Context: an optimization exercise on an open-source flow, tuned for small area and a short achievable clock period. The choices shown serve that exercise and are no tape-out recipe.
RTL that was checked went through simulation tests only; none was proved equivalent to the original.
For run 2, only the layout was checked, not whether the RTL still works.

==> flow/design.v (outline; a module is shown in full before it is edited, if it fits) <==
// module fir3_fa: 4 lines
// module fir3_ha: 4 lines
// module fir3_sel: 3 lines
// module fir3_xnor2: 3 lines
// module fir3_xor2: 3 lines
// module fir3_nand2: 3 lines
// module fir3_nor2: 3 lines
// module fir3_inv: 3 lines
// module fir3_invd: 3 lines
// module fir3_nor2d: 3 lines
// module fir3_a21oi: 3 lines
// module fir3_o21ai: 3 lines
// module fir3_top: 3590 lines
module fir3_top #(
  parameter int W  = 32,
  parameter int XW = 16
) (
  input  logic          CLK,
  input  logic          rst,
  input  logic [XW-1:0] h0,
  input  logic [XW-1:0] h1,
  input  logic [XW-1:0] h2,
  input  logic [XW-1:0] x,
  output logic [W-1:0]  y
);
  // ...
==> flow/flow/run.sh <==
#!/bin/bash
set -euo pipefail
here=$(pwd)
F=$here/flow
sed "s#^hierarchy -check -top \$::env(DESIGN_NAME)\$#&\ntechmap -map $F/leafmap.v#" \
  "$FLOW_HOME/scripts/synth.tcl" > "$here/synth_leaf.tcl"
grep -q "^techmap -map $F/leafmap.v" "$here/synth_leaf.tcl"
sed "s#source \$::env(SCRIPTS_DIR)/synth.tcl#source $here/synth_leaf.tcl#" \
  "$here/synth_recipe.tcl" > "$here/synth_own.tcl"
grep -q "source $here/synth_leaf.tcl" "$here/synth_own.tcl"
bash standard.sh \
  SYNTH_SCRIPT="$here/synth_own.tcl" \
  DONT_BUFFER_PORTS=1 \
  PRE_GLOBAL_PLACE_TCL="$F/ports.tcl" \
  finish > "$here/standard_finish.log" 2>&1
==> flow/flow/leafmap.v <==
// Maps the design's leaf modules one-to-one onto library cells.
module fir3_fa (input a, b, c, output s, co);
  sky130_fd_sc_hd__fa_1 _TECHMAP_REPLACE_ (.A(a), .B(b), .CIN(c), .SUM(s), .COUT(co));
endmodule

module fir3_ha (input a, b, output s, co);
  sky130_fd_sc_hd__ha_1 _TECHMAP_REPLACE_ (.A(a), .B(b), .SUM(s), .COUT(co));
endmodule

module fir3_sel (input one, two, hi, hm, output mn);
  sky130_fd_sc_hd__a22oi_1 _TECHMAP_REPLACE_ (.A1(one), .A2(hi), .B1(two), .B2(hm), .Y(mn));
endmodule

module fir3_xnor2 (input a, b, output y);
  sky130_fd_sc_hd__xnor2_1 _TECHMAP_REPLACE_ (.A(a), .B(b), .Y(y));
endmodule

module fir3_xor2 (input a, b, output y);
  sky130_fd_sc_hd__xor2_1 _TECHMAP_REPLACE_ (.A(a), .B(b), .X(y));
endmodule

module fir3_nand2 (input a, b, output y);
  sky130_fd_sc_hd__nand2_1 _TECHMAP_REPLACE_ (.A(a), .B(b), .Y(y));
endmodule

module fir3_nor2 (input a, b, output y);
  sky130_fd_sc_hd__nor2_1 _TECHMAP_REPLACE_ (.A(a), .B(b), .Y(y));
endmodule

module fir3_inv (input a, output y);
  sky130_fd_sc_hd__inv_1 _TECHMAP_REPLACE_ (.A(a), .Y(y));
endmodule

module fir3_a21oi (input a1, a2, b1, output y);
  sky130_fd_sc_hd__a21oi_1 _TECHMAP_REPLACE_ (.A1(a1), .A2(a2), .B1(b1), .Y(y));
endmodule

module fir3_o21ai (input a1, a2, b1, output y);
  sky130_fd_sc_hd__o21ai_1 _TECHMAP_REPLACE_ (.A1(a1), .A2(a2), .B1(b1), .Y(y));
endmodule

module fir3_invd (input a, output y);
  sky130_fd_sc_hd__inv_2 _TECHMAP_REPLACE_ (.A(a), .Y(y));
endmodule

module fir3_nor2d (input a, b, output y);
  sky130_fd_sc_hd__nor2_2 _TECHMAP_REPLACE_ (.A(a), .B(b), .Y(y));
endmodule

module fir3_nand2d (input a, b, output y);
  sky130_fd_sc_hd__nand2_2 _TECHMAP_REPLACE_ (.A(a), .B(b), .Y(y));
endmodule

module fir3_a21oid (input a1, a2, b1, output y);
  sky130_fd_sc_hd__a21oi_2 _TECHMAP_REPLACE_ (.A1(a1), .A2(a2), .B1(b1), .Y(y));
endmodule

module fir3_o21aid (input a1, a2, b1, output y);
  sky130_fd_sc_hd__o21ai_2 _TECHMAP_REPLACE_ (.A1(a1), .A2(a2), .B1(b1), .Y(y));
endmodule
==> flow/flow/ports.tcl <==
# Sourced before global placement (PRE_GLOBAL_PLACE_TCL, with DONT_BUFFER_PORTS=1).
# Buffers every input and output port (the clock port excepted, as buffer_ports
# does) at the same point of the flow as the standard port buffering, right after
# remove_buffers: buf_4 on the inputs (the coefficient bits each drive 16 cells),
# then buf_1 for the sample inputs x, which drive one register each, and buf_1 on
# the outputs.
proc my_buffer_ports {} {
  buffer_ports -inputs -buffer_cell sky130_fd_sc_hd__buf_4
  buffer_ports -outputs -buffer_cell sky130_fd_sc_hd__buf_1
  foreach bterm [[ord::get_db_block] getBTerms] {
    if { ![string match {x\[*\]} [$bterm getName]] } {
      continue
    }
    foreach iterm [[$bterm getNet] getITerms] {
      set inst [$iterm getInst]
      if { [[$inst getMaster] getName] == "sky130_fd_sc_hd__buf_4" } {
        replace_cell [get_cells [$inst getName]] sky130_fd_sc_hd__buf_1
      }
    }
  }
}
if { $::env(GPL_TIMING_DRIVEN) } {
  rename remove_buffers my_orig_remove_buffers
  proc remove_buffers {args} {
    my_orig_remove_buffers {*}$args
    my_buffer_ports
  }
} else {
  my_buffer_ports
}
==> flow/standard.sh <==
#!/bin/bash
# synth_recipe.tcl (not shown) runs the flow's synth.tcl, then flattens the netlist and writes it again
# the make line also repeats each setting of config.mk as NAME=value (left out here)
make -C /OpenROAD-flow-scripts/flow DESIGN_CONFIG=/design/flow/config.mk WORK_HOME=/design/flow/orfs CLKGATE_MAP_FILE= SYNTH_SCRIPT=/design/flow/synth_recipe.tcl "${@:-finish}"
==> flow/config.mk <==
export PLATFORM = sky130hd
export DESIGN_NAME = fir3_top
export DESIGN_NICKNAME = fir3_top
export VERILOG_FILES = /design/flow/design.v
export SDC_FILE = /design/flow/constraint.sdc
export NUM_CORES = 4
export LEC_CHECK = 0
export ABC_AREA = 1
export CAP_MARGIN = 20
export CORE_MARGIN = 2
export CORE_UTILIZATION = 40
export CTS_BUF_LIST = sky130_fd_sc_hd__clkbuf_4 sky130_fd_sc_hd__clkbuf_8
export SLEW_MARGIN = 20
==> flow/constraint.sdc <==
create_clock -name core_clock -period 10.0 [get_ports {CLK}]
set_input_delay 2.0000 -clock core_clock [delete_from_list [all_inputs] [get_ports {CLK}]]
set_output_delay 2.0000 -clock core_clock [all_outputs]
set_load 0.01 [all_outputs]
==> results.ini, run 1 <==
[run_status]
outcome=finished clean

[layout]
final_util=0.442
inv_count=41
dominant_cells=multi-input gates
multi_input_area_share=0.807
drive_gt1_frac=0.0794

[grt]
grt_overflow_total=0
antenna_found_initial=1

[routing]
viasPerCell=6.03
top_layer_used=met4

[sta]
worstMarginPinSlew_ns=0.991
fin_crit_ns=7.23
hold_viol=0

[synthesis]
synth_most_common_cell=xnor2_1
synth-seq-area-share=0.109
synthMuxAreaShare=0
post_synth_fa_ha_maj_area_fraction=0.414
synth.distinct_cells=14
synth_xor_area_frac=0.247

[clock_tree]
post_cts_buffers=0

[setup_path]
critical_path_class=reg2reg
rr_worst_depth=21
crit_fanout=21
rrSetupSlack_ns=2.77

==> inputs of run 2 (changes only) <==
--- a/flow/design.v
+++ b/flow/design.v
@@ -25,16 +25,25 @@
   assign y = ~a;
 endmodule
 module fir3_invd (input logic a, output logic y);
   assign y = ~a;
 endmodule
 module fir3_nor2d (input logic a, b, output logic y);
   assign y = ~(a | b);
 endmodule
+module fir3_nand2d (input logic a, b, output logic y);
+  assign y = ~(a & b);
+endmodule
+module fir3_a21oid (input logic a1, a2, b1, output logic y);
+  assign y = ~((a1 & a2) | b1);
+endmodule
+module fir3_o21aid (input logic a1, a2, b1, output logic y);
+  assign y = ~((a1 | a2) & b1);
+endmodule
 module fir3_a21oi (input logic a1, a2, b1, output logic y);
   assign y = ~((a1 & a2) | b1);
 endmodule
 module fir3_o21ai (input logic a1, a2, b1, output logic y);
   assign y = ~((a1 | a2) & b1);
 endmodule
 module fir3_top #(
   parameter int W  = 32,
@@ -3320,300 +3329,300 @@
   fir3_fa u2927_fa (.a(c2915), .b(s2923), .c(c2918), .s(s2926), .co(c2927));
   fir3_xor2 u2929_xor2 (.a(s1777), .b(s1780), .y(x2929));
   fir3_xor2 u2931_xor2 (.a(s1783), .b(s1786), .y(x2931));
   fir3_nand2 u2933_nand2 (.a(s1777), .b(s1780), .y(gn2933));
   fir3_xnor2 u2935_xnor2 (.a(x2931), .b(gn2933), .y(sum2935));
   fir3_xor2 u2937_xor2 (.a(s1798), .b(s1801), .y(x2937));
   fir3_nand2 u2939_nand2 (.a(s1783), .b(s1786), .y(gn2939));
   fir3_nor2 u2941_nor2 (.a(s1783), .b(s1786), .y(tn2941));
-  fir3_o21ai u2943_o21ai (.a1(tn2941), .a2(gn2933), .b1(gn2939), .y(g2943));
+  fir3_o21aid u2943_o21aid (.a1(tn2941), .a2(gn2933), .b1(gn2939), .y(g2943));
   fir3_xor2 u2945_xor2 (.a(x2937), .b(g2943), .y(sum2945));
   fir3_xor2 u2947_xor2 (.a(s1816), .b(s1813), .y(x2947));
   fir3_nand2 u2949_nand2 (.a(s1798), .b(s1801), .y(gn2949));
   fir3_nor2 u2951_nor2 (.a(s1798), .b(s1801), .y(tn2951));
   fir3_inv u2953_inv (.a(g2943), .y(iv2953));
-  fir3_o21ai u2955_o21ai (.a1(tn2951), .a2(iv2953), .b1(gn2949), .y(g2955));
+  fir3_o21aid u2955_o21aid (.a1(tn2951), .a2(iv2953), .b1(gn2949), .y(g2955));
   fir3_xor2 u2957_xor2 (.a(x2947), .b(g2955), .y(sum2957));
   fir3_xor2 u2959_xor2 (.a(s1837), .b(s1840), .y(x2959));
   fir3_nand2 u2961_nand2 (.a(s1816), .b(s1813), .y(gn2961));
   fir3_nor2 u2963_nor2 (.a(s1816), .b(s1813), .y(tn2963));
   fir3_inv u2965_inv (.a(g2955), .y(iv2965));
-  fir3_o21ai u2967_o21ai (.a1(tn2963), .a2(iv2965), .b1(gn2961), .y(g2967));
+  fir3_o21aid u2967_o21aid (.a1(tn2963), .a2(iv2965), .b1(gn2961), .y(g2967));
   fir3_xor2 u2969_xor2 (.a(x2959), .b(g2967), .y(sum2969));
   fir3_xor2 u2971_xor2 (.a(s1861), .b(s1864), .y(x2971));
   fir3_nand2 u2973_nand2 (.a(s1837), .b(s1840), .y(gn2973));
   fir3_nor2 u2975_nor2 (.a(s1837), .b(s1840), .y(tn2975));
   fir3_inv u2977_inv (.a(g2967), .y(iv2977));
-  fir3_o21ai u2979_o21ai (.a1(tn2975), .a2(iv2977), .b1(gn2973), .y(g2979));
+  fir3_o21aid u2979_o21aid (.a1(tn2975), .a2(iv2977), .b1(gn2973), .y(g2979));
   fir3_xor2 u2981_xor2 (.a(x2971), .b(g2979), .y(sum2981));
   fir3_xor2 u2983_xor2 (.a(s1894), .b(s1897), .y(x2983));
   fir3_nand2 u2985_nand2 (.a(s1861), .b(s1864), .y(gn2985));
   fir3_nor2 u2987_nor2 (.a(s1861), .b(s1864), .y(tn2987));
   fir3_inv u2989_inv (.a(g2979), .y(iv2989));
-  fir3_o21ai u2991_o21ai (.a1(tn2987), .a2(iv2989), .b1(gn2985), .y(g2991));
+  fir3_o21aid u2991_o21aid (.a1(tn2987), .a2(iv2989), .b1(gn2985), .y(g2991));
   fir3_xor2 u2993_xor2 (.a(x2983), .b(g2991), .y(sum2993));
   fir3_xor2 u2995_xor2 (.a(s1927), .b(s1930), .y(x2995));
   fir3_nand2 u2997_nand2 (.a(s1894), .b(s1897), .y(gn2997));
   fir3_nor2 u2999_nor2 (.a(s1894), .b(s1897), .y(tn2999));
   fir3_inv u3001_inv (.a(g2991), .y(iv3001));
-  fir3_o21ai u3003_o21ai (.a1(tn2999), .a2(iv3001), .b1(gn2997), .y(g3003));
+  fir3_o21aid u3003_o21aid (.a1(tn2999), .a2(iv3001), .b1(gn2997), .y(g3003));
   fir3_xor2 u3005_xor2 (.a(x2995), .b(g3003), .y(sum3005));
   fir3_xor2 u3007_xor2 (.a(s1969), .b(s1972), .y(x3007));
   fir3_nand2 u3009_nand2 (.a(s1927), .b(s1930), .y(gn3009));
   fir3_nor2 u3011_nor2 (.a(s1927), .b(s1930), .y(tn3011));
   fir3_inv u3013_inv (.a(g3003), .y(iv3013));
-  fir3_o21ai u3015_o21ai (.a1(tn3011), .a2(iv3013), .b1(gn3009), .y(g3015));
+  fir3_o21aid u3015_o21aid (.a1(tn3011), .a2(iv3013), .b1(gn3009), .y(g3015));
   fir3_xor2 u3017_xor2 (.a(x3007), .b(g3015), .y(sum3017));
   fir3_xor2 u3019_xor2 (.a(c1973), .b(s2014), .y(x3019));
   fir3_nand2 u3021_nand2 (.a(s1969), .b(s1972), .y(gn3021));
   fir3_nor2 u3023_nor2 (.a(s1969), .b(s1972), .y(tn3023));
   fir3_inv u3025_inv (.a(g3015), .y(iv3025));
-  fir3_o21ai u3027_o21ai (.a1(tn3023), .a2(iv3025), .b1(gn3021), .y(g3027));
+  fir3_o21aid u3027_o21aid (.a1(tn3023), .a2(iv3025), .b1(gn3021), .y(g3027));
   fir3_xor2 u3029_xor2 (.a(x3019), .b(g3027), .y(sum3029));
   fir3_xor2 u3031_xor2 (.a(s2062), .b(s2065), .y(x3031));
   fir3_nand2 u3033_nand2 (.a(c1973), .b(s2014), .y(gn3033));
   fir3_nor2 u3035_nor2 (.a(c1973), .b(s2014), .y(tn3035));
   fir3_inv u3037_inv (.a(g3027), .y(iv3037));
-  fir3_o21ai u3039_o21ai (.a1(tn3035), .a2(iv3037), .b1(gn3033), .y(g3039));
+  fir3_o21aid u3039_o21aid (.a1(tn3035), .a2(iv3037), .b1(gn3033), .y(g3039));
   fir3_xor2 u3041_xor2 (.a(x3031), .b(g3039), .y(sum3041));
   fir3_xor2 u3043_xor2 (.a(c2066), .b(s2116), .y(x3043));
   fir3_nand2 u3045_nand2 (.a(s2062), .b(s2065), .y(gn3045));
   fir3_nor2 u3047_nor2 (.a(s2062), .b(s2065), .y(tn3047));
-  fir3_o21ai u3049_o21ai (.a1(tn3047), .a2(gn3033), .b1(gn3045), .y(g3049));
-  fir3_nor2 u3051_nor2 (.a(tn3047), .b(tn3035), .y(p3051));
-  fir3_a21oi u3053_a21oi (.a1(p3051), .a2(g3027), .b1(g3049), .y(g3053));
+  fir3_o21aid u3049_o21aid (.a1(tn3047), .a2(gn3033), .b1(gn3045), .y(g3049));
+  fir3_nor2d u3051_nor2d (.a(tn3047), .b(tn3035), .y(p3051));
+  fir3_a21oid u3053_a21oid (.a1(p3051), .a2(g3027), .b1(g3049), .y(g3053));
   fir3_xnor2 u3055_xnor2 (.a(x3043), .b(g3053), .y(sum3055));
   fir3_xor2 u3057_xor2 (.a(c2117), .b(s2176), .y(x3057));
   fir3_nand2 u3059_nand2 (.a(c2066), .b(s2116), .y(gn3059));
   fir3_nor2 u3061_nor2 (.a(c2066), .b(s2116), .y(tn3061));
-  fir3_o21ai u3063_o21ai (.a1(tn3061), .a2(gn3045), .b1(gn3059), .y(g3063));
-  fir3_nor2 u3065_nor2 (.a(tn3061), .b(tn3047), .y(p3065));
-  fir3_a21oi u3067_a21oi (.a1(p3065), .a2(g3039), .b1(g3063), .y(g3067));
+  fir3_o21aid u3063_o21aid (.a1(tn3061), .a2(gn3045), .b1(gn3059), .y(g3063));
+  fir3_nor2d u3065_nor2d (.a(tn3061), .b(tn3047), .y(p3065));
+  fir3_a21oid u3067_a21oid (.a1(p3065), .a2(g3039), .b1(g3063), .y(g3067));
   fir3_xnor2 u3069_xnor2 (.a(x3057), .b(g3067), .y(sum3069));
   fir3_xor2 u3071_xor2 (.a(c2177), .b(s2236), .y(x3071));
   fir3_nand2 u3073_nand2 (.a(c2117), .b(s2176), .y(gn3073));
   fir3_nor2 u3075_nor2 (.a(c2117), .b(s2176), .y(tn3075));
-  fir3_o21ai u3077_o21ai (.a1(tn3075), .a2(gn3059), .b1(gn3073), .y(g3077));
-  fir3_nor2 u3079_nor2 (.a(tn3075), .b(tn3061), .y(p3079));
-  fir3_a21oi u3081_a21oi (.a1(p3079), .a2(g3049), .b1(g3077), .y(g3081));
-  fir3_nand2 u3083_nand2 (.a(p3079), .b(p3051), .y(p3083));
-  fir3_o21ai u3085_o21ai (.a1(p3083), .a2(iv3037), .b1(g3081), .y(g3085));
+  fir3_o21aid u3077_o21aid (.a1(tn3075), .a2(gn3059), .b1(gn3073), .y(g3077));
+  fir3_nor2d u3079_nor2d (.a(tn3075), .b(tn3061), .y(p3079));
+  fir3_a21oid u3081_a21oid (.a1(p3079), .a2(g3049), .b1(g3077), .y(g3081));
+  fir3_nand2d u3083_nand2d (.a(p3079), .b(p3051), .y(p3083));
+  fir3_o21aid u3085_o21aid (.a1(p3083), .a2(iv3037), .b1(g3081), .y(g3085));
   fir3_xor2 u3087_xor2 (.a(x3071), .b(g3085), .y(sum3087));
   fir3_xor2 u3089_xor2 (.a(c2237), .b(s2305), .y(x3089));
   fir3_nand2 u3091_nand2 (.a(c2177), .b(s2236), .y(gn3091));
   fir3_nor2 u3093_nor2 (.a(c2177), .b(s2236), .y(tn3093));
-  fir3_o21ai u3095_o21ai (.a1(tn3093), .a2(gn3073), .b1(gn3091), .y(g3095));
-  fir3_nor2 u3097_nor2 (.a(tn3093), .b(tn3075), .y(p3097));
-  fir3_a21oi u3099_a21oi (.a1(p3097), .a2(g3063), .b1(g3095), .y(g3099));
-  fir3_nand2 u3101_nand2 (.a(p3097), .b(p3065), .y(p3101));
+  fir3_o21aid u3095_o21aid (.a1(tn3093), .a2(gn3073), .b1(gn3091), .y(g3095));
+  fir3_nor2d u3097_nor2d (.a(tn3093), .b(tn3075), .y(p3097));
+  fir3_a21oid u3099_a21oid (.a1(p3097), .a2(g3063), .b1(g3095), .y(g3099));
+  fir3_nand2d u3101_nand2d (.a(p3097), .b(p3065), .y(p3101));
   fir3_inv u3103_inv (.a(g3039), .y(iv3103));
-  fir3_o21ai u3105_o21ai (.a1(p3101), .a2(iv3103), .b1(g3099), .y(g3105));
+  fir3_o21aid u3105_o21aid (.a1(p3101), .a2(iv3103), .b1(g3099), .y(g3105));
   fir3_xor2 u3107_xor2 (.a(x3089), .b(g3105), .y(sum3107));
   fir3_xor2 u3109_xor2 (.a(s2371), .b(s2374), .y(x3109));
   fir3_nand2 u3111_nand2 (.a(c2237), .b(s2305), .y(gn3111));
   fir3_nor2 u3113_nor2 (.a(c2237), .b(s2305), .y(tn3113));
-  fir3_o21ai u3115_o21ai (.a1(tn3113), .a2(gn3091), .b1(gn3111), .y(g3115));
-  fir3_nor2 u3117_nor2 (.a(tn3113), .b(tn3093), .y(p3117));
-  fir3_a21oi u3119_a21oi (.a1(p3117), .a2(g3077), .b1(g3115), .y(g3119));
-  fir3_nand2 u3121_nand2 (.a(p3117), .b(p3079), .y(p3121));
-  fir3_o21ai u3123_o21ai (.a1(p3121), .a2(g3053), .b1(g3119), .y(g3123));
+  fir3_o21aid u3115_o21aid (.a1(tn3113), .a2(gn3091), .b1(gn3111), .y(g3115));
+  fir3_nor2d u3117_nor2d (.a(tn3113), .b(tn3093), .y(p3117));
+  fir3_a21oid u3119_a21oid (.a1(p3117), .a2(g3077), .b1(g3115), .y(g3119));
+  fir3_nand2d u3121_nand2d (.a(p3117), .b(p3079), .y(p3121));
+  fir3_o21aid u3123_o21aid (.a1(p3121), .a2(g3053), .b1(g3119), .y(g3123));
   fir3_xor2 u3125_xor2 (.a(x3109), .b(g3123), .y(sum3125));
   fir3_xor2 u3127_xor2 (.a(c2375), .b(s2443), .y(x3127));
   fir3_nand2 u3129_nand2 (.a(s2371), .b(s2374), .y(gn3129));
   fir3_nor2 u3131_nor2 (.a(s2371), .b(s2374), .y(tn3131));
-  fir3_o21ai u3133_o21ai (.a1(tn3131), .a2(gn3111), .b1(gn3129), .y(g3133));
-  fir3_nor2 u3135_nor2 (.a(tn3131), .b(tn3113), .y(p3135));
-  fir3_a21oi u3137_a21oi (.a1(p3135), .a2(g3095), .b1(g3133), .y(g3137));
-  fir3_nand2 u3139_nand2 (.a(p3135), .b(p3097), .y(p3139));
-  fir3_o21ai u3141_o21ai (.a1(p3139), .a2(g3067), .b1(g3137), .y(g3141));
+  fir3_o21aid u3133_o21aid (.a1(tn3131), .a2(gn3111), .b1(gn3129), .y(g3133));
+  fir3_nor2d u3135_nor2d (.a(tn3131), .b(tn3113), .y(p3135));
+  fir3_a21oid u3137_a21oid (.a1(p3135), .a2(g3095), .b1(g3133), .y(g3137));
+  fir3_nand2d u3139_nand2d (.a(p3135), .b(p3097), .y(p3139));
+  fir3_o21aid u3141_o21aid (.a1(p3139), .a2(g3067), .b1(g3137), .y(g3141));
   fir3_xor2 u3143_xor2 (.a(x3127), .b(g3141), .y(sum3143));
   fir3_xor2 u3145_xor2 (.a(s2506), .b(c2444), .y(x3145));
   fir3_nand2 u3147_nand2 (.a(c2375), .b(s2443), .y(gn3147));
   fir3_nor2 u3149_nor2 (.a(c2375), .b(s2443), .y(tn3149));
-  fir3_o21ai u3151_o21ai (.a1(tn3149), .a2(gn3129), .b1(gn3147), .y(g3151));
-  fir3_nor2 u3153_nor2 (.a(tn3149), .b(tn3131), .y(p3153));
-  fir3_a21oi u3155_a21oi (.a1(p3153), .a2(g3115), .b1(g3151), .y(g3155));
-  fir3_nand2 u3157_nand2 (.a(p3153), .b(p3117), .y(p3157));
-  fir3_o21ai u3159_o21ai (.a1(p3157), .a2(g3081), .b1(g3155), .y(g3159));
-  fir3_nor2 u3161_nor2 (.a(p3157), .b(p3083), .y(p3161));
-  fir3_a21oi u3163_a21oi (.a1(p3161), .a2(g3027), .b1(g3159), .y(g3163));
+  fir3_o21aid u3151_o21aid (.a1(tn3149), .a2(gn3129), .b1(gn3147), .y(g3151));
+  fir3_nor2d u3153_nor2d (.a(tn3149), .b(tn3131), .y(p3153));
+  fir3_a21oid u3155_a21oid (.a1(p3153), .a2(g3115), .b1(g3151), .y(g3155));
+  fir3_nand2d u3157_nand2d (.a(p3153), .b(p3117), .y(p3157));
+  fir3_o21aid u3159_o21aid (.a1(p3157), .a2(g3081), .b1(g3155), .y(g3159));
+  fir3_nor2d u3161_nor2d (.a(p3157), .b(p3083), .y(p3161));
+  fir3_a21oid u3163_a21oid (.a1(p3161), .a2(g3027), .b1(g3159), .y(g3163));
   fir3_xnor2 u3165_xnor2 (.a(x3145), .b(g3163), .y(sum3165));
   fir3_xor2 u3167_xor2 (.a(c2507), .b(s2566), .y(x3167));
   fir3_nand2 u3169_nand2 (.a(s2506), .b(c2444), .y(gn3169));
   fir3_nor2 u3171_nor2 (.a(s2506), .b(c2444), .y(tn3171));
-  fir3_o21ai u3173_o21ai (.a1(tn3171), .a2(gn3147), .b1(gn3169), .y(g3173));
-  fir3_nor2 u3175_nor2 (.a(tn3171), .b(tn3149), .y(p3175));
-  fir3_a21oi u3177_a21oi (.a1(p3175), .a2(g3133), .b1(g3173), .y(g3177));
-  fir3_nand2 u3179_nand2 (.a(p3175), .b(p3135), .y(p3179));
-  fir3_o21ai u3181_o21ai (.a1(p3179), .a2(g3099), .b1(g3177), .y(g3181));
-  fir3_nor2 u3183_nor2 (.a(p3179), .b(p3101), .y(p3183));
-  fir3_a21oi u3185_a21oi (.a1(p3183), .a2(g3039), .b1(g3181), .y(g3185));
+  fir3_o21aid u3173_o21aid (.a1(tn3171), .a2(gn3147), .b1(gn3169), .y(g3173));
+  fir3_nor2d u3175_nor2d (.a(tn3171), .b(tn3149), .y(p3175));
+  fir3_a21oid u3177_a21oid (.a1(p3175), .a2(g3133), .b1(g3173), .y(g3177));
+  fir3_nand2d u3179_nand2d (.a(p3175), .b(p3135), .y(p3179));
+  fir3_o21aid u3181_o21aid (.a1(p3179), .a2(g3099), .b1(g3177), .y(g3181));
+  fir3_nor2d u3183_nor2d (.a(p3179), .b(p3101), .y(p3183));
+  fir3_a21oid u3185_a21oid (.a1(p3183), .a2(g3039), .b1(g3181), .y(g3185));
   fir3_xnor2 u3187_xnor2 (.a(x3167), .b(g3185), .y(sum3187));
   fir3_xor2 u3189_xor2 (.a(c2567), .b(s2620), .y(x3189));
   fir3_nand2 u3191_nand2 (.a(c2507), .b(s2566), .y(gn3191));
   fir3_nor2 u3193_nor2 (.a(c2507), .b(s2566), .y(tn3193));
-  fir3_o21ai u3195_o21ai (.a1(tn3193), .a2(gn3169), .b1(gn3191), .y(g3195));
-  fir3_nor2 u3197_nor2 (.a(tn3193), .b(tn3171), .y(p3197));
-  fir3_a21oi u3199_a21oi (.a1(p3197), .a2(g3151), .b1(g3195), .y(g3199));
-  fir3_nand2 u3201_nand2 (.a(p3197), .b(p3153), .y(p3201));
-  fir3_o21ai u3203_o21ai (.a1(p3201), .a2(g3119), .b1(g3199), .y(g3203));
-  fir3_nor2 u3205_nor2 (.a(p3201), .b(p3121), .y(p3205));
+  fir3_o21aid u3195_o21aid (.a1(tn3193), .a2(gn3169), .b1(gn3191), .y(g3195));
+  fir3_nor2d u3197_nor2d (.a(tn3193), .b(tn3171), .y(p3197));
+  fir3_a21oid u3199_a21oid (.a1(p3197), .a2(g3151), .b1(g3195), .y(g3199));
+  fir3_nand2d u3201_nand2d (.a(p3197), .b(p3153), .y(p3201));
+  fir3_o21aid u3203_o21aid (.a1(p3201), .a2(g3119), .b1(g3199), .y(g3203));
+  fir3_nor2d u3205_nor2d (.a(p3201), .b(p3121), .y(p3205));
   fir3_inv u3207_inv (.a(g3053), .y(iv3207));
-  fir3_a21oi u3209_a21oi (.a1(p3205), .a2(iv3207), .b1(g3203), .y(g3209));
+  fir3_a21oid u3209_a21oid (.a1(p3205), .a2(iv3207), .b1(g3203), .y(g3209));
   fir3_xnor2 u3211_xnor2 (.a(x3189), .b(g3209), .y(sum3211));
   fir3_xor2 u3213_xor2 (.a(c2621), .b(s2671), .y(x3213));
   fir3_nand2 u3215_nand2 (.a(c2567), .b(s2620), .y(gn3215));
   fir3_nor2 u3217_nor2 (.a(c2567), .b(s2620), .y(tn3217));
-  fir3_o21ai u3219_o21ai (.a1(tn3217), .a2(gn3191), .b1(gn3215), .y(g3219));
-  fir3_nor2 u3221_nor2 (.a(tn3217), .b(tn3193), .y(p3221));
-  fir3_a21oi u3223_a21oi (.a1(p3221), .a2(g3173), .b1(g3219), .y(g3223));
-  fir3_nand2 u3225_nand2 (.a(p3221), .b(p3175), .y(p3225));
-  fir3_o21ai u3227_o21ai (.a1(p3225), .a2(g3137), .b1(g3223), .y(g3227));
-  fir3_nor2 u3229_nor2 (.a(p3225), .b(p3139), .y(p3229));
+  fir3_o21aid u3219_o21aid (.a1(tn3217), .a2(gn3191), .b1(gn3215), .y(g3219));
+  fir3_nor2d u3221_nor2d (.a(tn3217), .b(tn3193), .y(p3221));
+  fir3_a21oid u3223_a21oid (.a1(p3221), .a2(g3173), .b1(g3219), .y(g3223));
+  fir3_nand2d u3225_nand2d (.a(p3221), .b(p3175), .y(p3225));
+  fir3_o21aid u3227_o21aid (.a1(p3225), .a2(g3137), .b1(g3223), .y(g3227));
+  fir3_nor2d u3229_nor2d (.a(p3225), .b(p3139), .y(p3229));
   fir3_inv u3231_inv (.a(g3067), .y(iv3231));
-  fir3_a21oi u3233_a21oi (.a1(p3229), .a2(iv3231), .b1(g3227), .y(g3233));
+  fir3_a21oid u3233_a21oid (.a1(p3229), .a2(iv3231), .b1(g3227), .y(g3233));
   fir3_xnor2 u3235_xnor2 (.a(x3213), .b(g3233), .y(sum3235));
   fir3_xor2 u3237_xor2 (.a(s2716), .b(c2672), .y(x3237));
   fir3_nand2 u3239_nand2 (.a(c2621), .b(s2671), .y(gn3239));
   fir3_nor2 u3241_nor2 (.a(c2621), .b(s2671), .y(tn3241));
-  fir3_o21ai u3243_o21ai (.a1(tn3241), .a2(gn3215), .b1(gn3239), .y(g3243));
-  fir3_nor2 u3245_nor2 (.a(tn3241), .b(tn3217), .y(p3245));
-  fir3_a21oi u3247_a21oi (.a1(p3245), .a2(g3195), .b1(g3243), .y(g3247));
-  fir3_nand2 u3249_nand2 (.a(p3245), .b(p3197), .y(p3249));
-  fir3_o21ai u3251_o21ai (.a1(p3249), .a2(g3155), .b1(g3247), .y(g3251));
-  fir3_nor2 u3253_nor2 (.a(p3249), .b(p3157), .y(p3253));
-  fir3_a21oi u3255_a21oi (.a1(p3253), .a2(g3085), .b1(g3251), .y(g3255));
+  fir3_o21aid u3243_o21aid (.a1(tn3241), .a2(gn3215), .b1(gn3239), .y(g3243));
+  fir3_nor2d u3245_nor2d (.a(tn3241), .b(tn3217), .y(p3245));
+  fir3_a21oid u3247_a21oid (.a1(p3245), .a2(g3195), .b1(g3243), .y(g3247));
+  fir3_nand2d u3249_nand2d (.a(p3245), .b(p3197), .y(p3249));
+  fir3_o21aid u3251_o21aid (.a1(p3249), .a2(g3155), .b1(g3247), .y(g3251));
+  fir3_nor2d u3253_nor2d (.a(p3249), .b(p3157), .y(p3253));
+  fir3_a21oid u3255_a21oid (.a1(p3253), .a2(g3085), .b1(g3251), .y(g3255));
   fir3_xnor2 u3257_xnor2 (.a(x3237), .b(g3255), .y(sum3257));
   fir3_xor2 u3259_xor2 (.a(s2758), .b(c2717), .y(x3259));
   fir3_nand2 u3261_nand2 (.a(s2716), .b(c2672), .y(gn3261));
   fir3_nor2 u3263_nor2 (.a(s2716), .b(c2672), .y(tn3263));
-  fir3_o21ai u3265_o21ai (.a1(tn3263), .a2(gn3239), .b1(gn3261), .y(g3265));
-  fir3_nor2 u3267_nor2 (.a(tn3263), .b(tn3241), .y(p3267));
-  fir3_a21oi u3269_a21oi (.a1(p3267), .a2(g3219), .b1(g3265), .y(g3269));
-  fir3_nand2 u3271_nand2 (.a(p3267), .b(p3221), .y(p3271));
-  fir3_o21ai u3273_o21ai (.a1(p3271), .a2(g3177), .b1(g3269), .y(g3273));
-  fir3_nor2 u3275_nor2 (.a(p3271), .b(p3179), .y(p3275));
-  fir3_a21oi u3277_a21oi (.a1(p3275), .a2(g3105), .b1(g3273), .y(g3277));
+  fir3_o21aid u3265_o21aid (.a1(tn3263), .a2(gn3239), .b1(gn3261), .y(g3265));
+  fir3_nor2d u3267_nor2d (.a(tn3263), .b(tn3241), .y(p3267));
+  fir3_a21oid u3269_a21oid (.a1(p3267), .a2(g3219), .b1(g3265), .y(g3269));
+  fir3_nand2d u3271_nand2d (.a(p3267), .b(p3221), .y(p3271));
+  fir3_o21aid u3273_o21aid (.a1(p3271), .a2(g3177), .b1(g3269), .y(g3273));
+  fir3_nor2d u3275_nor2d (.a(p3271), .b(p3179), .y(p3275));
+  fir3_a21oid u3277_a21oid (.a1(p3275), .a2(g3105), .b1(g3273), .y(g3277));
   fir3_xnor2 u3279_xnor2 (.a(x3259), .b(g3277), .y(sum3279));
   fir3_xor2 u3281_xor2 (.a(s2794), .b(c2759), .y(x3281));
   fir3_nand2 u3283_nand2 (.a(s2758), .b(c2717), .y(gn3283));
   fir3_nor2 u3285_nor2 (.a(s2758), .b(c2717), .y(tn3285));
-  fir3_o21ai u3287_o21ai (.a1(tn3285), .a2(gn3261), .b1(gn3283), .y(g3287));
-  fir3_nor2 u3289_nor2 (.a(tn3285), .b(tn3263), .y(p3289));
-  fir3_a21oi u3291_a21oi (.a1(p3289), .a2(g3243), .b1(g3287), .y(g3291));
-  fir3_nand2 u3293_nand2 (.a(p3289), .b(p3245), .y(p3293));
-  fir3_o21ai u3295_o21ai (.a1(p3293), .a2(g3199), .b1(g3291), .y(g3295));
-  fir3_nor2 u3297_nor2 (.a(p3293), .b(p3201), .y(p3297));
-  fir3_a21oi u3299_a21oi (.a1(p3297), .a2(g3123), .b1(g3295), .y(g3299));
+  fir3_o21aid u3287_o21aid (.a1(tn3285), .a2(gn3261), .b1(gn3283), .y(g3287));
+  fir3_nor2d u3289_nor2d (.a(tn3285), .b(tn3263), .y(p3289));
+  fir3_a21oid u3291_a21oid (.a1(p3289), .a2(g3243), .b1(g3287), .y(g3291));
+  fir3_nand2d u3293_nand2d (.a(p3289), .b(p3245), .y(p3293));
+  fir3_o21aid u3295_o21aid (.a1(p3293), .a2(g3199), .b1(g3291), .y(g3295));
+  fir3_nor2d u3297_nor2d (.a(p3293), .b(p3201), .y(p3297));
+  fir3_a21oid u3299_a21oid (.a1(p3297), .a2(g3123), .b1(g3295), .y(g3299));
   fir3_xnor2 u3301_xnor2 (.a(x3281), .b(g3299), .y(sum3301));
   fir3_xor2 u3303_xor2 (.a(c2795), .b(s2827), .y(x3303));
   fir3_nand2 u3305_nand2 (.a(s2794), .b(c2759), .y(gn3305));
   fir3_nor2 u3307_nor2 (.a(s2794), .b(c2759), .y(tn3307));
-  fir3_o21ai u3309_o21ai (.a1(tn3307), .a2(gn3283), .b1(gn3305), .y(g3309));
-  fir3_nor2 u3311_nor2 (.a(tn3307), .b(tn3285), .y(p3311));
-  fir3_a21oi u3313_a21oi (.a1(p3311), .a2(g3265), .b1(g3309), .y(g3313));
-  fir3_nand2 u3315_nand2 (.a(p3311), .b(p3267), .y(p3315));
-  fir3_o21ai u3317_o21ai (.a1(p3315), .a2(g3223), .b1(g3313), .y(g3317));
-  fir3_nor2 u3319_nor2 (.a(p3315), .b(p3225), .y(p3319));
-  fir3_a21oi u3321_a21oi (.a1(p3319), .a2(g3141), .b1(g3317), .y(g3321));
+  fir3_o21aid u3309_o21aid (.a1(tn3307), .a2(gn3283), .b1(gn3305), .y(g3309));
+  fir3_nor2d u3311_nor2d (.a(tn3307), .b(tn3285), .y(p3311));
+  fir3_a21oid u3313_a21oid (.a1(p3311), .a2(g3265), .b1(g3309), .y(g3313));
+  fir3_nand2d u3315_nand2d (.a(p3311), .b(p3267), .y(p3315));
+  fir3_o21aid u3317_o21aid (.a1(p3315), .a2(g3223), .b1(g3313), .y(g3317));
+  fir3_nor2d u3319_nor2d (.a(p3315), .b(p3225), .y(p3319));
+  fir3_a21oid u3321_a21oid (.a1(p3319), .a2(g3141), .b1(g3317), .y(g3321));
   fir3_xnor2 u3323_xnor2 (.a(x3303), .b(g3321), .y(sum3323));
   fir3_xor2 u3325_xor2 (.a(s2854), .b(c2828), .y(x3325));
   fir3_nand2 u3327_nand2 (.a(c2795), .b(s2827), .y(gn3327));
   fir3_nor2 u3329_nor2 (.a(c2795), .b(s2827), .y(tn3329));
-  fir3_o21ai u3331_o21ai (.a1(tn3329), .a2(gn3305), .b1(gn3327), .y(g3331));
-  fir3_nor2 u3333_nor2 (.a(tn3329), .b(tn3307), .y(p3333));
-  fir3_a21oi u3335_a21oi (.a1(p3333), .a2(g3287), .b1(g3331), .y(g3335));
-  fir3_nand2 u3337_nand2 (.a(p3333), .b(p3289), .y(p3337));
-  fir3_o21ai u3339_o21ai (.a1(p3337), .a2(g3247), .b1(g3335), .y(g3339));
-  fir3_nor2 u3341_nor2 (.a(p3337), .b(p3249), .y(p3341));
-  fir3_a21oi u3343_a21oi (.a1(p3341), .a2(g3159), .b1(g3339), .y(g3343));
-  fir3_nand2 u3345_nand2 (.a(p3341), .b(p3161), .y(p3345));
-  fir3_o21ai u3347_o21ai (.a1(p3345), .a2(iv3037), .b1(g3343), .y(g3347));
+  fir3_o21aid u3331_o21aid (.a1(tn3329), .a2(gn3305), .b1(gn3327), .y(g3331));
+  fir3_nor2d u3333_nor2d (.a(tn3329), .b(tn3307), .y(p3333));
+  fir3_a21oid u3335_a21oid (.a1(p3333), .a2(g3287), .b1(g3331), .y(g3335));
+  fir3_nand2d u3337_nand2d (.a(p3333), .b(p3289), .y(p3337));
+  fir3_o21aid u3339_o21aid (.a1(p3337), .a2(g3247), .b1(g3335), .y(g3339));
+  fir3_nor2d u3341_nor2d (.a(p3337), .b(p3249), .y(p3341));
+  fir3_a21oid u3343_a21oid (.a1(p3341), .a2(g3159), .b1(g3339), .y(g3343));
+  fir3_nand2d u3345_nand2d (.a(p3341), .b(p3161), .y(p3345));
+  fir3_o21aid u3347_o21aid (.a1(p3345), .a2(iv3037), .b1(g3343), .y(g3347));
   fir3_xor2 u3349_xor2 (.a(x3325), .b(g3347), .y(sum3349));
   fir3_xor2 u3351_xor2 (.a(s2878), .b(c2855), .y(x3351));
   fir3_nand2 u3353_nand2 (.a(s2854), .b(c2828), .y(gn3353));
   fir3_nor2 u3355_nor2 (.a(s2854), .b(c2828), .y(tn3355));
-  fir3_o21ai u3357_o21ai (.a1(tn3355), .a2(gn3327), .b1(gn3353), .y(g3357));
-  fir3_nor2 u3359_nor2 (.a(tn3355), .b(tn3329), .y(p3359));
-  fir3_a21oi u3361_a21oi (.a1(p3359), .a2(g3309), .b1(g3357), .y(g3361));
-  fir3_nand2 u3363_nand2 (.a(p3359), .b(p3311), .y(p3363));
-  fir3_o21ai u3365_o21ai (.a1(p3363), .a2(g3269), .b1(g3361), .y(g3365));
-  fir3_nor2 u3367_nor2 (.a(p3363), .b(p3271), .y(p3367));
-  fir3_a21oi u3369_a21oi (.a1(p3367), .a2(g3181), .b1(g3365), .y(g3369));
-  fir3_nand2 u3371_nand2 (.a(p3367), .b(p3183), .y(p3371));
-  fir3_o21ai u3373_o21ai (.a1(p3371), .a2(iv3103), .b1(g3369), .y(g3373));
+  fir3_o21aid u3357_o21aid (.a1(tn3355), .a2(gn3327), .b1(gn3353), .y(g3357));
+  fir3_nor2d u3359_nor2d (.a(tn3355), .b(tn3329), .y(p3359));
+  fir3_a21oid u3361_a21oid (.a1(p3359), .a2(g3309), .b1(g3357), .y(g3361));
+  fir3_nand2d u3363_nand2d (.a(p3359), .b(p3311), .y(p3363));
+  fir3_o21aid u3365_o21aid (.a1(p3363), .a2(g3269), .b1(g3361), .y(g3365));
+  fir3_nor2d u3367_nor2d (.a(p3363), .b(p3271), .y(p3367));
+  fir3_a21oid u3369_a21oid (.a1(p3367), .a2(g3181), .b1(g3365), .y(g3369));
+  fir3_nand2d u3371_nand2d (.a(p3367), .b(p3183), .y(p3371));
+  fir3_o21aid u3373_o21aid (.a1(p3371), .a2(iv3103), .b1(g3369), .y(g3373));
   fir3_xor2 u3375_xor2 (.a(x3351), .b(g3373), .y(sum3375));
   fir3_xor2 u3377_xor2 (.a(s2896), .b(c2879), .y(x3377));
   fir3_nand2 u3379_nand2 (.a(s2878), .b(c2855), .y(gn3379));
   fir3_nor2 u3381_nor2 (.a(s2878), .b(c2855), .y(tn3381));
-  fir3_o21ai u3383_o21ai (.a1(tn3381), .a2(gn3353), .b1(gn3379), .y(g3383));
-  fir3_nor2 u3385_nor2 (.a(tn3381), .b(tn3355), .y(p3385));
-  fir3_a21oi u3387_a21oi (.a1(p3385), .a2(g3331), .b1(g3383), .y(g3387));
-  fir3_nand2 u3389_nand2 (.a(p3385), .b(p3333), .y(p3389));
-  fir3_o21ai u3391_o21ai (.a1(p3389), .a2(g3291), .b1(g3387), .y(g3391));
-  fir3_nor2 u3393_nor2 (.a(p3389), .b(p3293), .y(p3393));
-  fir3_a21oi u3395_a21oi (.a1(p3393), .a2(g3203), .b1(g3391), .y(g3395));
-  fir3_nand2 u3397_nand2 (.a(p3393), .b(p3205), .y(p3397));
-  fir3_o21ai u3399_o21ai (.a1(p3397), .a2(g3053), .b1(g3395), .y(g3399));
+  fir3_o21aid u3383_o21aid (.a1(tn3381), .a2(gn3353), .b1(gn3379), .y(g3383));
+  fir3_nor2d u3385_nor2d (.a(tn3381), .b(tn3355), .y(p3385));
+  fir3_a21oid u3387_a21oid (.a1(p3385), .a2(g3331), .b1(g3383), .y(g3387));
+  fir3_nand2d u3389_nand2d (.a(p3385), .b(p3333), .y(p3389));
+  fir3_o21aid u3391_o21aid (.a1(p3389), .a2(g3291), .b1(g3387), .y(g3391));
+  fir3_nor2d u3393_nor2d (.a(p3389), .b(p3293), .y(p3393));
+  fir3_a21oid u3395_a21oid (.a1(p3393), .a2(g3203), .b1(g3391), .y(g3395));
+  fir3_nand2d u3397_nand2d (.a(p3393), .b(p3205), .y(p3397));
+  fir3_o21aid u3399_o21aid (.a1(p3397), .a2(g3053), .b1(g3395), .y(g3399));
   fir3_xor2 u3401_xor2 (.a(x3377), .b(g3399), .y(sum3401));
   fir3_xor2 u3403_xor2 (.a(s2911), .b(c2897), .y(x3403));
   fir3_nand2 u3405_nand2 (.a(s2896), .b(c2879), .y(gn3405));
   fir3_nor2 u3407_nor2 (.a(s2896), .b(c2879), .y(tn3407));
-  fir3_o21ai u3409_o21ai (.a1(tn3407), .a2(gn3379), .b1(gn3405), .y(g3409));
-  fir3_nor2 u3411_nor2 (.a(tn3407), .b(tn3381), .y(p3411));
-  fir3_a21oi u3413_a21oi (.a1(p3411), .a2(g3357), .b1(g3409), .y(g3413));
-  fir3_nand2 u3415_nand2 (.a(p3411), .b(p3359), .y(p3415));
-  fir3_o21ai u3417_o21ai (.a1(p3415), .a2(g3313), .b1(g3413), .y(g3417));
-  fir3_nor2 u3419_nor2 (.a(p3415), .b(p3315), .y(p3419));
-  fir3_a21oi u3421_a21oi (.a1(p3419), .a2(g3227), .b1(g3417), .y(g3421));
-  fir3_nand2 u3423_nand2 (.a(p3419), .b(p3229), .y(p3423));
-  fir3_o21ai u3425_o21ai (.a1(p3423), .a2(g3067), .b1(g3421), .y(g3425));
+  fir3_o21aid u3409_o21aid (.a1(tn3407), .a2(gn3379), .b1(gn3405), .y(g3409));
+  fir3_nor2d u3411_nor2d (.a(tn3407), .b(tn3381), .y(p3411));
+  fir3_a21oid u3413_a21oid (.a1(p3411), .a2(g3357), .b1(g3409), .y(g3413));
+  fir3_nand2d u3415_nand2d (.a(p3411), .b(p3359), .y(p3415));
+  fir3_o21aid u3417_o21aid (.a1(p3415), .a2(g3313), .b1(g3413), .y(g3417));
+  fir3_nor2d u3419_nor2d (.a(p3415), .b(p3315), .y(p3419));
+  fir3_a21oid u3421_a21oid (.a1(p3419), .a2(g3227), .b1(g3417), .y(g3421));
+  fir3_nand2d u3423_nand2d (.a(p3419), .b(p3229), .y(p3423));
+  fir3_o21aid u3425_o21aid (.a1(p3423), .a2(g3067), .b1(g3421), .y(g3425));
   fir3_xor2 u3427_xor2 (.a(x3403), .b(g3425), .y(sum3427));
   fir3_xor2 u3429_xor2 (.a(s2920), .b(c2912), .y(x3429));
   fir3_nand2 u3431_nand2 (.a(s2911), .b(c2897), .y(gn3431));
   fir3_nor2 u3433_nor2 (.a(s2911), .b(c2897), .y(tn3433));
-  fir3_o21ai u3435_o21ai (.a1(tn3433), .a2(gn3405), .b1(gn3431), .y(g3435));
-  fir3_nor2 u3437_nor2 (.a(tn3433), .b(tn3407), .y(p3437));
-  fir3_a21oi u3439_a21oi (.a1(p3437), .a2(g3383), .b1(g3435), .y(g3439));
-  fir3_nand2 u3441_nand2 (.a(p3437), .b(p3385), .y(p3441));
-  fir3_o21ai u3443_o21ai (.a1(p3441), .a2(g3335), .b1(g3439), .y(g3443));
-  fir3_nor2 u3445_nor2 (.a(p3441), .b(p3337), .y(p3445));
-  fir3_a21oi u3447_a21oi (.a1(p3445), .a2(g3251), .b1(g3443), .y(g3447));
-  fir3_nand2 u3449_nand2 (.a(p3445), .b(p3253), .y(p3449));
+  fir3_o21aid u3435_o21aid (.a1(tn3433), .a2(gn3405), .b1(gn3431), .y(g3435));
+  fir3_nor2d u3437_nor2d (.a(tn3433), .b(tn3407), .y(p3437));
+  fir3_a21oid u3439_a21oid (.a1(p3437), .a2(g3383), .b1(g3435), .y(g3439));
+  fir3_nand2d u3441_nand2d (.a(p3437), .b(p3385), .y(p3441));
+  fir3_o21aid u3443_o21aid (.a1(p3441), .a2(g3335), .b1(g3439), .y(g3443));
+  fir3_nor2d u3445_nor2d (.a(p3441), .b(p3337), .y(p3445));
+  fir3_a21oid u3447_a21oid (.a1(p3445), .a2(g3251), .b1(g3443), .y(g3447));
+  fir3_nand2d u3449_nand2d (.a(p3445), .b(p3253), .y(p3449));
   fir3_inv u3451_inv (.a(g3085), .y(iv3451));
-  fir3_o21ai u3453_o21ai (.a1(p3449), .a2(iv3451), .b1(g3447), .y(g3453));
+  fir3_o21aid u3453_o21aid (.a1(p3449), .a2(iv3451), .b1(g3447), .y(g3453));
   fir3_xor2 u3455_xor2 (.a(x3429), .b(g3453), .y(sum3455));
   fir3_xor2 u3457_xor2 (.a(s2926), .b(c2921), .y(x3457));
   fir3_nand2 u3459_nand2 (.a(s2920), .b(c2912), .y(gn3459));
   fir3_nor2 u3461_nor2 (.a(s2920), .b(c2912), .y(tn3461));
-  fir3_o21ai u3463_o21ai (.a1(tn3461), .a2(gn3431), .b1(gn3459), .y(g3463));
-  fir3_nor2 u3465_nor2 (.a(tn3461), .b(tn3433), .y(p3465));
-  fir3_a21oi u3467_a21oi (.a1(p3465), .a2(g3409), .b1(g3463), .y(g3467));
-  fir3_nand2 u3469_nand2 (.a(p3465), .b(p3411), .y(p3469));
-  fir3_o21ai u3471_o21ai (.a1(p3469), .a2(g3361), .b1(g3467), .y(g3471));
-  fir3_nor2 u3473_nor2 (.a(p3469), .b(p3363), .y(p3473));
-  fir3_a21oi u3475_a21oi (.a1(p3473), .a2(g3273), .b1(g3471), .y(g3475));
-  fir3_nand2 u3477_nand2 (.a(p3473), .b(p3275), .y(p3477));
+  fir3_o21aid u3463_o21aid (.a1(tn3461), .a2(gn3431), .b1(gn3459), .y(g3463));
+  fir3_nor2d u3465_nor2d (.a(tn3461), .b(tn3433), .y(p3465));
+  fir3_a21oid u3467_a21oid (.a1(p3465), .a2(g3409), .b1(g3463), .y(g3467));
+  fir3_nand2d u3469_nand2d (.a(p3465), .b(p3411), .y(p3469));
+  fir3_o21aid u3471_o21aid (.a1(p3469), .a2(g3361), .b1(g3467), .y(g3471));
+  fir3_nor2d u3473_nor2d (.a(p3469), .b(p3363), .y(p3473));
+  fir3_a21oid u3475_a21oid (.a1(p3473), .a2(g3273), .b1(g3471), .y(g3475));
+  fir3_nand2d u3477_nand2d (.a(p3473), .b(p3275), .y(p3477));
   fir3_inv u3479_inv (.a(g3105), .y(iv3479));
-  fir3_o21ai u3481_o21ai (.a1(p3477), .a2(iv3479), .b1(g3475), .y(g3481));
+  fir3_o21aid u3481_o21aid (.a1(p3477), .a2(iv3479), .b1(g3475), .y(g3481));
   fir3_xor2 u3483_xor2 (.a(x3457), .b(g3481), .y(sum3483));
   fir3_xor2 u3485_xor2 (.a(c2924), .b(c2927), .y(x3485));
   fir3_nand2 u3487_nand2 (.a(s2926), .b(c2921), .y(gn3487));
   fir3_nor2 u3489_nor2 (.a(s2926), .b(c2921), .y(tn3489));
-  fir3_o21ai u3491_o21ai (.a1(tn3489), .a2(gn3459), .b1(gn3487), .y(g3491));
-  fir3_nor2 u3493_nor2 (.a(tn3489), .b(tn3461), .y(p3493));
-  fir3_a21oi u3495_a21oi (.a1(p3493), .a2(g3435), .b1(g3491), .y(g3495));
-  fir3_nand2 u3497_nand2 (.a(p3493), .b(p3437), .y(p3497));
-  fir3_o21ai u3499_o21ai (.a1(p3497), .a2(g3387), .b1(g3495), .y(g3499));
-  fir3_nor2 u3501_nor2 (.a(p3497), .b(p3389), .y(p3501));
-  fir3_a21oi u3503_a21oi (.a1(p3501), .a2(g3295), .b1(g3499), .y(g3503));
-  fir3_nand2 u3505_nand2 (.a(p3501), .b(p3297), .y(p3505));
+  fir3_o21aid u3491_o21aid (.a1(tn3489), .a2(gn3459), .b1(gn3487), .y(g3491));
+  fir3_nor2d u3493_nor2d (.a(tn3489), .b(tn3461), .y(p3493));
+  fir3_a21oid u3495_a21oid (.a1(p3493), .a2(g3435), .b1(g3491), .y(g3495));
+  fir3_nand2d u3497_nand2d (.a(p3493), .b(p3437), .y(p3497));
+  fir3_o21aid u3499_o21aid (.a1(p3497), .a2(g3387), .b1(g3495), .y(g3499));
+  fir3_nor2d u3501_nor2d (.a(p3497), .b(p3389), .y(p3501));
+  fir3_a21oid u3503_a21oid (.a1(p3501), .a2(g3295), .b1(g3499), .y(g3503));
+  fir3_nand2d u3505_nand2d (.a(p3501), .b(p3297), .y(p3505));
   fir3_inv u3507_inv (.a(g3123), .y(iv3507));
-  fir3_o21ai u3509_o21ai (.a1(p3505), .a2(iv3507), .b1(g3503), .y(g3509));
+  fir3_o21aid u3509_o21aid (.a1(p3505), .a2(iv3507), .b1(g3503), .y(g3509));
   fir3_xor2 u3511_xor2 (.a(x3485), .b(g3509), .y(sum3511));
   assign y_d = {sum3511, sum3483, sum3455, sum3427, sum3401, sum3375, sum3349, sum3323, sum3301, sum3279, sum3257, sum3235, sum3211, sum3187, sum3165, sum3143, sum3125, sum3107, sum3087, sum3069, sum3055, sum3041, sum3029, sum3017, sum3005, sum2993, sum2981, sum2969, sum2957, sum2945, sum2935, x2929};
   always_ff @(posedge CLK or negedge rst) begin
     if (!rst) begin
       d0_q <= '0;
       d1_q <= '0;
       d2_q <= '0;
       y_q  <= '0;
==> results.ini, run 2 <==
[run_status]
outcome=finished clean  ; unchanged

[setup_path]
startpoint=d2_q[9]$_DFF_PN0_  ; was d0_q[7]$_DFF_PN0_
crit_required_ns=10.33  ; about the same
critical_path_class=reg2reg  ; unchanged
crit_arrival_ns=7.64  ; was 7.55 ns
endpoint_kind=register  ; unchanged
worstReg2RegStart=d2_q[9]$_DFF_PN0_  ; was d0_q[7]$_DFF_PN0_
crit_fanout=20  ; was 21
critPathLaunchType=register  ; unchanged

[grt]
grt_pass1_vias=14756  ; was 14911
grt_overflow_total=0  ; unchanged
grt_pass1_wl_mm=96.5  ; was 96.1 mm
grt_max_degree=51  ; was 46
antenna_found_initial=0  ; was 1
gr-usage-all-layers=0.269  ; was 0.270

[synthesis]
synthSimpleGateAreaFrac=0.0456  ; was 0.0384
synth_most_common_cell=xnor2_1  ; unchanged
yosys_warnings=1  ; unchanged
synth-seq-area-share=0.106  ; was 0.109
synthCells=1669  ; unchanged
synth_xor_area_frac=0.240  ; was 0.247
synthTopCellsByArea=fa_1 (39%), xnor2_1 (20%), a22oi_1 (15%), dfrtp_1 (11%), xor2_1 (3.5%)  ; was fa_1 (40%), xnor2_1 (21%), a22oi_1 (16%), dfrtp_1 (11%), xor2_1 (3.6%)
syn_nets=2119  ; unchanged
synth-seq-cells=80  ; unchanged
synth.distinct_cells=15  ; was 14
synth_top_area_share=0.393  ; was 0.404
post_synth_fa_ha_maj_area_fraction=0.403  ; was 0.414
synthTopCellsByCount=xnor2_1 (440), a22oi_1 (384), fa_1 (369)  ; unchanged
synth_top_family_by_area=adder cells  ; unchanged
async_flop_share=1.00  ; unchanged
synth_compound_gate_area_share=0.196  ; was 0.183
syn_avg_cell_area_um2=11.3  ; was 11.0 um^2
yosys_most_used_dff=dfrtp_1  ; unchanged
synth_enable_flop_cells=0  ; unchanged
synth_top_area_cell=fa_1  ; unchanged
synthMuxAreaShare=0  ; unchanged
syn-cell-area_um2=18800  ; was 18300 um^2

[sta]
tns_ns=0  ; unchanged
worstMarginPinSlew_ns=1.00  ; was 0.991 ns
slew_viol_final=0  ; unchanged
rsz0062_at_grt=no  ; unchanged
finClkSkew_ns=0.0201  ; was 0.0130 ns
relSlewSlack=0.331  ; was 0.339
post-route-period-util=0.731  ; was 0.723
final-setup-viol-count=0  ; unchanged
hold_viol=0  ; unchanged
fin_crit_ns=7.31  ; was 7.23 ns
timing.fmax_mhz=137  ; was 138 MHz

[clock_tree]
ctsHoldBuffers=0  ; unchanged
cts_sinks=80  ; unchanged
clk_pin_slew_worst_paths_ns=0.10  ; about the same
post_cts_buffers=0  ; unchanged
cts_tree=built  ; unchanged
cts_resized=0  ; unchanged
cts_htree_levels=3  ; unchanged
cts_root_buf=clkbuf_8  ; unchanged
cts_buffers=9  ; unchanged
clk_latency_ns=0.45  ; about the same
clk_path_buf_depth=2  ; unchanged

[layout]
nNetsFinal=2256  ; was 2258
top_register=y_q  ; unchanged
stdcell_count=2418  ; was 2414
largest_register_ff_count=32  ; unchanged
syn_to_final_growth_pct=9.44  ; was 9.36%
drive_gt1_frac=0.163  ; was 0.0794
layout_commonest_cell=xnor2_1  ; unchanged
fin_area_um2=20600  ; was 20000 um^2
antenna_cells=0  ; was 1
most-common-layout-cells=xnor2_1 (440), a22oi_1 (384), fa_1 (369)  ; unchanged

[floorplanning]
core_um2=46500  ; was 45300 um^2
initial_core_util=0.405  ; was 0.404
rows=79  ; was 78
io_pins=98  ; unchanged
die_w_um=221  ; was 218 um
die_area_um2=48700  ; was 47500 um^2
die_y_um=221  ; was 218 um

[routing]
post-route-drc-count=0  ; unchanged
viasPerCell=5.95  ; was 6.03
antenna_left=0  ; unchanged
wl_mm=63.4  ; was 62.8 mm
drt_iter0_drc=1973  ; was 1839
vias=14383  ; was 14545
wl_per_cell_um=26.2  ; was 26.0 um
dr.pass1.iters=6  ; was 7

[worst_hold_path]
min_from=d1_q[13]$_DFF_PN0_  ; unchanged
min_path_type=reg2reg  ; unchanged

[placed_design]
portBuffers=97  ; unchanged
post-dp-hpwl_mm=50.8  ; was 49.9 mm
gp_congestion=0.977  ; was 0.968
dpl_cell_area_um2=20300  ; was 19800 um^2
dp.cells=2402  ; was 2397

[flow_run]
maxCapViolations=0  ; unchanged

## run 2: final timing paths
kind / endpoint / slack [ns] / cells after the start
min: d2_q[13]$_DFF_PN0_ / 0.38 / 0
min in group asynchronous: d0_q[5]$_DFF_PN0_ / 1.47 / 1
max reg2reg: y_q[27]$_DFF_PN0_ / 2.69 / 21
max in group asynchronous: y_q[26]$_DFF_PN0_ / 7.42 / 2
min reg2reg: d2_q[13]$_DFF_PN0_ / 0.38 / 0
max: y_q[27]$_DFF_PN0_ / 2.69 / 21
## run 2: cell families after synthesis
group           count (synthesis)
fa+ha+maj                     384
compound gates                476
flops                          80
buf+inv                        41
xor+xnor                      516
simple gates                  171
other cells                     1
## run 2: layout make-up
cell class / instances / area [um^2]
fillers: 4468 / 25900
multi-input cells: 1548 / 16600
flip-flops and latches: 80 / 2000
repair buffers: 126 / 766
well taps: 607 / 759
inverters: 41 / 154
clock inverters: 7 / 126
clock buffers: 9 / 124
## run 2: critical path, cell delays in order, from the launching register on
cell and delay [ns]:
dfrtp_1 0.34, buf_4 0.38, xnor2_1 0.20, inv_2 0.23, nor2_2 0.76, a22oi_1 0.18, xnor2_1 0.21, fa_1 0.47
fa_1 0.47, fa_1 0.52, fa_1 0.50, fa_1 0.40, fa_1 0.45, fa_1 0.39, fa_1 0.50, nor2_1 0.29
o21ai_2 0.13, a21oi_2 0.24, o21ai_2 0.12, a21oi_2 0.16, o21ai_2 0.07, xor2_1 0.15
## run 2: metal layers
metal | GRT usage | share of wire | vias to the layer above
met3 | 0.0711 | 0.11 | 76
met2 | 0.409 | 0.44 | 815
met5 | 0 | 0 | -
met1 | 0.390 | 0.43 | 7344
met4 | 0.0467 | 0.015 | 0
li1 | - | - | 6148
## run 2: through the flow
step | utilization | setup WS (ns) | hold slack (ns)
floorplan | - | 3.12 | 0.393
global placement | 0.437 | 2.46 | 0.361
detailed placement | 0.437 | 2.43 | 0.361
CTS | 0.443 | 2.84 | 0.368
global route | 0.443 | 2.44 | 0.377
finish | 0.443 | 2.69 | 0.376

separate check: timing with driven ports:
Ports are ideal in the flow. The routed layouts listed here were re-timed in OpenROAD.
Step 1, drivers: a clkbuf_16 drives CLK and a buf_2 each remaining input, both assumed.
Step 2 also shifts input and output timing later by t, the mid clock arrival at the registers, as if the neighbouring blocks saw the same clock.
a / b / c = ideal ports / drivers / drivers and shift; a / b = the first two.
| run | t, ns | setup WS [ns] | latest minus earliest clock arrival (ns) | worst register clock-pin slew, ns | worst slew at a driven data input, ns |
|---|---|---|---|---|---|
| run 1 | 0.491 | 2.775 / 2.775 / 2.318 | 0.015 / 0.016 | 0.11 / 0.11 | 0.07 |
| run 2 | 0.492 | 2.688 / 2.688 / 2.360 | 0.021 / 0.020 | 0.11 / 0.11 | 0.04 |
After both steps setup and hold are still met in every run listed. For run 1, which loses most, drivers alone change the setup slack by 0.000 ns; drivers and shift together by -0.457 ns.
